What follows belongs to an exercise in optimizing a design on an open flow for small area; a production flow would make more cautious choices.
The RTL was checked by simulation tests, not by an equivalence proof against the original design.
The flow treats the clock pin as an ideal source. Dropping or thinning the clock tree relies on that and would not hold on a real chip.
Power is estimated from default activity; no workload was simulated.

## int_div_top
module int_div_top (
	input  wire                clk,
	input  wire                rst_n_i,
	input  logic               req_i,
	input  logic               req_op_i,        
	input  logic [63:0]        req_dividend_i,
	input  logic [63:0]        req_divisor_i,
	output logic               ack_o,
	output logic [63:0]        rsp_quotient_o,
	output logic [63:0]        rsp_remainder_o,
	output logic               rsp_div_by_zero_o
);
	localparam int W   = 16;
	localparam int NSL = 64 / W;
	localparam int JW  = $clog2(NSL);
	localparam logic [1:0] IDLE = 2'd0;
	localparam logic [1:0] BUSY = 2'd1;
	localparam logic [1:0] HOLD = 2'd2;
	logic [1:0]  st_q;
	logic [8:0]  cnt_q;
	logic [63:0] r_q;     
	logic [63:0] q_q;     
	logic        iv_q;    
	logic        rs;      
	logic        cb_q;    
	logic        cy_q;    
	logic        za_q;    
	logic        zf_q;    
	logic        dbz_q;
	logic [5:0]  z_q;     
	logic        nb_q;    
	logic        fl_q;    
	logic sgn, kneg, dneg, qneg;
  ...
Size in the first run: roughly 150 flip-flops, ~260 I/O pins, ~0.0069 mm2 of cells after synthesis.
==> flow/config.mk <==
export PLATFORM = sky130hd
export DESIGN_NAME = int_div_top
export DESIGN_NICKNAME = int_div_top
export VERILOG_FILES = /design/flow/design.v
export SDC_FILE = /design/flow/constraint.sdc
export NUM_CORES = 4
export LEC_CHECK = 0
export CAP_MARGIN = 20
export CORE_MARGIN = 2
export CORE_UTILIZATION = 40
export GPL_TIMING_DRIVEN = 0
export SLEW_MARGIN = 20
==> flow/constraint.sdc <==
create_clock -name core_clock -period 5.0 [get_ports {clk}]
set_input_delay 1.0000 -clock core_clock [delete_from_list [all_inputs] [get_ports {clk}]]
set_output_delay 1.0000 -clock core_clock [all_outputs]
set_load 0.01 [all_outputs]
standard.sh (not shown) runs the stock make flow with config.mk's settings and CLKGATE_MAP_FILE= SYNTH_SCRIPT=/design/flow/synth_recipe.tcl, a recipe that flattens the netlist after the stock synthesis.
==> flow/flow/run.sh <==
#!/bin/bash
# Standard ORFS layout (the standard.sh, standard synthesis) with two changes:
# port buffers use the smallest buffer cell, and flow/mycts.tcl builds the clock
# tree (one clkbuf_8 root, 10 clkbuf_8 leaves) in place of ORFS's CTS.
set -euo pipefail
export BUFFER_PORTS_ARGS="-buffer_cell sky130_fd_sc_hd__buf_1"
export MCTS_NB=10
export MCTS_BUF=sky130_fd_sc_hd__clkbuf_8
export MCTS_ROOT=sky130_fd_sc_hd__clkbuf_8
bash standard.sh place > place.log 2>&1
bash standard.sh run RUN_SCRIPT=$PWD/flow/mycts.tcl RUN_LOG_NAME_STEM=4_1_cts > cts.log 2>&1
bash standard.sh finish > finish.log 2>&1
==> flow/flow/mycts.tcl <==
# Clock tree made by hand: the clock port drives one root clock buffer, which
# drives MCTS_NB leaf clock buffers, each driving one cluster of registers
# (balanced k-means on their placement).
# Otherwise the same steps as ORFS's cts.tcl.
utl::set_metrics_stage "cts__{}"
source $::env(SCRIPTS_DIR)/load.tcl
erase_non_stage_variables cts
load_design 3_place.odb 3_place.sdc

set nb $::env(MCTS_NB)
set block [ord::get_db_block]
set master [[ord::get_db] findMaster $::env(MCTS_BUF)]
set clknet [$block findNet clk]

set sinks {}
foreach it [$clknet getITerms] {
  if { [$it getIoType] == "INPUT" } {
    set loc [[$it getInst] getLocation]
    lappend sinks [list $it [lindex $loc 0] [lindex $loc 1]]
  }
}
set ns [llength $sinks]
puts "manual cts: $ns sinks, $nb buffers of $::env(MCTS_BUF)"

# initial centers spread on a grid over the sink bounding box
set xs {}; set ys {}
foreach s $sinks { lappend xs [lindex $s 1]; lappend ys [lindex $s 2] }
set x0 [tcl::mathfunc::min {*}$xs]; set x1 [tcl::mathfunc::max {*}$xs]
set y0 [tcl::mathfunc::min {*}$ys]; set y1 [tcl::mathfunc::max {*}$ys]
set nc [expr {int(ceil(sqrt($nb)))}]
set nr [expr {int(ceil(double($nb) / $nc))}]
set centers {}
for {set k 0} {$k < $nb} {incr k} {
  set c [expr {$k % $nc}]; set r [expr {$k / $nc}]
  lappend centers [list [expr {$x0 + ($c + 0.5) * ($x1 - $x0) / $nc}] [expr {$y0 + ($r + 0.5) * ($y1 - $y0) / $nr}]]
}
# balanced k-means: each cluster takes at most cap sinks
set cap [expr {int(ceil(double($ns) / $nb)) + 2}]
for {set iter 0} {$iter < 20} {incr iter} {
  set cand {}
  foreach s $sinks {
    set k 0
    foreach c $centers {
      set d [expr {abs([lindex $s 1] - [lindex $c 0]) + abs([lindex $s 2] - [lindex $c 1])}]
      lappend cand [list $d $k [lindex $s 0] [lindex $s 1] [lindex $s 2]]
      incr k
    }
  }
  set cand [lsort -real -index 0 $cand]
  array unset asg; array unset cnt
  for {set k 0} {$k < $nb} {incr k} { set cnt($k) 0; set sx($k) 0.0; set sy($k) 0.0 }
  foreach c $cand {
    lassign $c d k it x y
    if { [info exists asg($it)] || $cnt($k) >= $cap } { continue }
    set asg($it) $k
    incr cnt($k)
    set sx($k) [expr {$sx($k) + $x}]; set sy($k) [expr {$sy($k) + $y}]
  }
  set centers {}
  for {set k 0} {$k < $nb} {incr k} {
    lappend centers [list [expr {$sx($k) / max(1, $cnt($k))}] [expr {$sy($k) / max(1, $cnt($k))}]]
  }
}
for {set k 0} {$k < $nb} {incr k} {
  set inst [odb::dbInst_create $block $master "clkbuf_m_$k"]
  set net [odb::dbNet_create $block "clknet_m_$k"]
  $net setSigType CLOCK
  lassign [lindex $centers $k] cx cy
  $inst setLocation [expr {int($cx)}] [expr {int($cy)}]
  $inst setPlacementStatus PLACED
  [$inst findITerm A] connect $clknet
  [$inst findITerm X] connect $net
  set bnet($k) $net
  puts "manual cts: buffer $k drives $cnt($k) sinks"
}
set root [odb::dbInst_create $block [[ord::get_db] findMaster $::env(MCTS_ROOT)] "clkbuf_m_root"]
set rnet [odb::dbNet_create $block "clknet_m_root"]
$rnet setSigType CLOCK
set rx 0.0; set ry 0.0
foreach c $centers { set rx [expr {$rx + [lindex $c 0] / $nb}]; set ry [expr {$ry + [lindex $c 1] / $nb}] }
$root setLocation [expr {int($rx)}] [expr {int($ry)}]
$root setPlacementStatus PLACED
[$root findITerm A] connect $clknet
[$root findITerm X] connect $rnet
for {set k 0} {$k < $nb} {incr k} {
  set a [[$block findInst "clkbuf_m_$k"] findITerm A]
  $a disconnect
  $a connect $rnet
}
foreach s $sinks {
  set it [lindex $s 0]
  set k $asg($it)
  $it disconnect
  $it connect $bnet($k)
}
global_connect
set_propagated_clock [all_clocks]

estimate_parasitics -placement
set result [catch { detailed_placement } msg]
if { $result != 0 } { error "Detailed placement failed in CTS: $msg" }
estimate_parasitics -placement
report_clock_skew
repair_timing_helper
set result [catch { detailed_placement } msg]
if { $result != 0 } { error "Detailed placement failed in CTS: $msg" }
check_placement -verbose
report_metrics 4 "cts final"
orfs_write_db $::env(RESULTS_DIR)/4_1_cts.odb
orfs_write_sdc $::env(RESULTS_DIR)/4_cts.sdc
The first run passed the timing, DRC and antenna checks.
Edit:
Settings changed: GPL_TIMING_DRIVEN 0 to unset.
Outcome: The new run produced a clean layout; total power shrinks by a few percent; synthesized cell count does not change; cell area shrinks slightly; hold slack is better by 0.018 ns; clock power is about the same.
Edit:
--- a/flow/flow/run.sh
+++ b/flow/flow/run.sh
@@ -4 +4 @@
-# tree (one clkbuf_8 root, 10 clkbuf_8 leaves) in place of ORFS's CTS.
+# tree (one clkbuf_8 root, 9 clkbuf_8 leaves) in place of ORFS's CTS.
@@ -7 +7 @@
-export MCTS_NB=10
+export MCTS_NB=9
After rerunning: The new run completed with no timing, DRC or antenna violations. Cell area hardly moves. Wire length stays flat. Core utilization hardly moves. Total power barely changes. Sequential power is about the same.
In every run of this note, the design's own scripts or RTL, not TritonCTS, make the clock network.

-- static timing again, ports no longer ideal --
The results above use ideal ports. As a check the final layouts listed here were re-extracted and re-timed, cells and wires unchanged. Step 1: set_driving_cell puts a clkbuf_16 on clk and a buf_2 on each other input, an assumption about the parent block. Step 2 also shifts input and output timing later by t, the mid clock arrival at the registers, as if the neighbouring blocks saw the same clock. Three values: ideal, step 1, step 2; two values: the first two.
run	t, ns	setup WS [ns]	pins driven straight from the clock port
the first run	0.450	0.171 / 0.158 / -0.292	1
the second run	0.466	0.463 / 0.463 / 0.136	1
the third run	0.446	0.427 / 0.427 / 0.134	1
Met with ideal ports but missed after step 2: setup timing in the first run. For the first run, which loses most, drivers alone change the setup slack by -0.013 ns; drivers and shift together by -0.463 ns.
